Background: an optimization exercise with open tools, aiming at small area. Do not read the settings as production practice.
Where RTL was checked, it was by simulation tests only, not by an equivalence proof against the original.
Power and IR drop assume default switching activity.

==> module regfile_scoreboard, before the edit <==
module regfile_scoreboard (
  input  logic        clk,
  input  logic        rst,
  input  logic [31:1] set_dec,
  input  logic [31:1] clr_dec,
  input  logic [31:1] clr_hold,
  output logic [31:1] busy,
  output logic [5:0]  busy_cnt
);
  logic [31:1] busy_q, busy_d;
  logic [5:0]  cnt_q;
  logic        set_busy, clr_busy, same, inc, dec;
  assign busy_d = set_dec | (busy_q & clr_hold);
  assign set_busy = |(set_dec & busy_q);
  assign clr_busy = |(clr_dec & busy_q);
  assign same     = |(set_dec & clr_dec);
  assign inc      = |set_dec && !set_busy;
  assign dec      = clr_busy && !same;
  always_ff @(posedge clk or posedge rst) begin
    if (rst) begin
      busy_q <= '0;
      cnt_q  <= '0;
    end else begin
      busy_q <= busy_d;
      if (inc && !dec)      cnt_q <= cnt_q + 6'd1;
      else if (dec && !inc) cnt_q <= cnt_q - 6'd1;
    end
  end
  assign busy     = busy_q;
  assign busy_cnt = cnt_q;
endmodule
==> module regfile_sb, before the edit <==
module regfile_sb (
  input  logic        clk,
  input  logic        rst,
  input  logic [9:0]  read_addr,
  output logic [63:0] read_data,
  output logic [1:0]  read_busy,
  input  logic        write,
  input  logic [4:0]  writereg,
  input  logic [31:0] writedata,
  input  logic        claim,
  input  logic [4:0]  claimreg,
  output logic [5:0]  busy_cnt
);
  localparam logic [31:0] SP_INIT = 32'(mips_pkg::RF_SP_INIT);
  localparam int          SP_REG  = mips_pkg::RF_SP_REG;
  logic [31:0] rf_q [1:31];
  logic [31:0] rf_n [1:31];
  logic [31:1] valid_q;
  logic [31:1] wdec;        
  logic [31:1] whold;       
  logic [31:1] cdec;        
  logic [31:1] busy;
  logic        wr_en;
  assign wr_en = write && (writereg != 5'd0);
  rf_dec2 u_wdec (.a(writereg), .en(write), .y(wdec), .yn(whold));
  rf_dec  u_cdec (.a(claimreg), .en(claim), .y(cdec));
  for (genvar i = 1; i < 32; i++) begin : g_word
    for (genvar b = 0; b < 32; b++) begin : g_bit
      rf_hold u_hold (
        .q (rf_q[i][b]),
        .h (whold[i]),
        .d (writedata[b]),
        .w (wdec[i]),
        .y (rf_n[i][b])
      );
    end
  end
  always_ff @(posedge clk) begin
    for (int i = 1; i < 32; i++) begin
      rf_q[i] <= rf_n[i];
    end
  end
  always_ff @(posedge clk or posedge rst) begin
    if (rst) valid_q <= '0;
    else     valid_q <= valid_q | wdec;
  end
  regfile_scoreboard u_scoreboard (
    .clk      (clk),
    .rst      (rst),
    .set_dec  (cdec),
    .clr_dec  (wdec),
    .clr_hold (whold),
    .busy     (busy),
    .busy_cnt (busy_cnt)
  );
  for (genvar k = 0; k < 2; k++) begin : g_rd
    logic [4:0]  addr;
    logic        fwd;
    logic [31:1] vsel;      
    logic [32:0] sel;       
    logic        sp0;
    assign addr = read_addr[k*5 +: 5];
    assign fwd  = wr_en && !rst && (addr == writereg);
    rf_rdsel u_sel (.a(addr), .en(!fwd), .v(valid_q), .y(vsel), .sp0(sp0));
    assign sel = {sp0, fwd, vsel};
    for (genvar b = 0; b < 32; b++) begin : g_bit
      logic [31:0] d;
      for (genvar i = 1; i < 32; i++) begin : g_w
        assign d[i-1] = rf_q[i][b];
      end
      assign d[31] = writedata[b];
      rf_rdbit u_bit (
        .s ({sel[32] & SP_INIT[b], sel[31:0]}),
        .d ({1'b1, d}),
        .y (read_data[k*32 + b])
      );
    end
    assign read_busy[k] = busy[addr] && (addr != 5'd0) && !fwd;
  end
endmodule
Settings: LEC_CHECK=0, CAP_MARGIN=20, CELL_PAD_IN_SITES_DETAIL_PLACEMENT=1, CELL_PAD_IN_SITES_GLOBAL_PLACEMENT=2, CORE_MARGIN=2, CORE_UTILIZATION=35, PLACE_DENSITY=0.5, SLEW_MARGIN=20, SYNTH_HIERARCHICAL=1; clock period 10.0 ns.
run.sh (not shown) runs the stock make flow with config.mk's settings and CLKGATE_MAP_FILE= SYNTH_SCRIPT=/design/flow/synth_recipe.tcl, a recipe that flattens the netlist after the stock synthesis.
Then changed:
--- a/flow/design.v
+++ b/flow/design.v
@@ -13,17 +13,18 @@
   input  logic [31:1] set_dec,
   input  logic [31:1] clr_dec,
   input  logic [31:1] clr_hold,
+  input  logic        set_any,    
+  input  logic        same,       
   output logic [31:1] busy,
   output logic [5:0]  busy_cnt
 );
   logic [31:1] busy_q, busy_d;
   logic [5:0]  cnt_q;
-  logic        set_busy, clr_busy, same, inc, dec;
+  logic        set_busy, clr_busy, inc, dec;
   assign busy_d = set_dec | (busy_q & clr_hold);
-  assign set_busy = |(set_dec & busy_q);
-  assign clr_busy = |(clr_dec & busy_q);
-  assign same     = |(set_dec & clr_dec);
-  assign inc      = |set_dec && !set_busy;
+  rf_or31 u_set_busy (.s(set_dec), .d(busy_q), .y(set_busy));
+  rf_or31 u_clr_busy (.s(clr_dec), .d(busy_q), .y(clr_busy));
+  assign inc      = set_any && !set_busy;
   assign dec      = clr_busy && !same;
   always_ff @(posedge clk or posedge rst) begin
     if (rst) begin
@@ -37,6 +38,18 @@
   end
   assign busy     = busy_q;
   assign busy_cnt = cnt_q;
+endmodule
+module rf_or31 (
+  input  logic [31:1] s,
+  input  logic [31:1] d,
+  output logic        y
+);
+  logic [10:0] n;
+  for (genvar j = 0; j < 10; j++) begin : g_t
+    rf_aoi222 u_t (.a(s[3*j+1 +: 3]), .b(d[3*j+1 +: 3]), .y(n[j]));
+  end
+  assign n[10] = !(s[31] & d[31]);
+  assign y = !(&n[3:0]) | !(&n[7:4]) | !(&n[10:8]);
 endmodule
 module regfile_sb (
   input  logic        clk,
@@ -90,6 +103,8 @@
     .set_dec  (cdec),
     .clr_dec  (wdec),
     .clr_hold (whold),
+    .set_any  (claim && (claimreg != 5'd0)),
+    .same     (claim && write && (claimreg == writereg) && wr_en),
     .busy     (busy),
     .busy_cnt (busy_cnt)
   );
Critical path depth is lower by 1.
Worst setup slack got worse by 0.26 ns.
Synthesized area decreases by 0.43%.
Total power grows by about 0.4%.
Synthesized cell count goes down by 0.89%.
Via count is lower by about 1.1%.
Register-to-register slack degrades by 0.07 ns.
Non-clock buffer count stays the same.
Global-route usage fell by 1.1 points.
Final cell count goes down by about 0.4%.
Final area stays flat.
No functional check of the RTL was part of the first run of this note.

==> what the ideal ports hide <==
In the flow no input, the clock included, has a driving cell. The finished layouts below were timed again as built, in two steps. Step 1 assumes that a clkbuf_16 drives the clock port and a buf_2 every other input. Step 2, shift: input delay + t, output delay - t, t = (earliest + latest rising clock arrival at the registers) / 2. This alone moves slack from input paths to output paths. a / b / c = ideal ports / drivers / drivers and shift; a / b = the first two.
run	t, ns	slack for setup (ns)	latest minus earliest clock arrival (ns)
the first run	0.823	0.794 / 0.724 / 0.724	0.024 / 0.024
the second run	0.836	0.537 / 0.513 / 0.513	0.029 / 0.028
After both steps setup and hold are still met in every run listed. For the first run, which loses most, drivers alone change the setup slack by -0.070 ns; drivers and shift together by -0.070 ns.
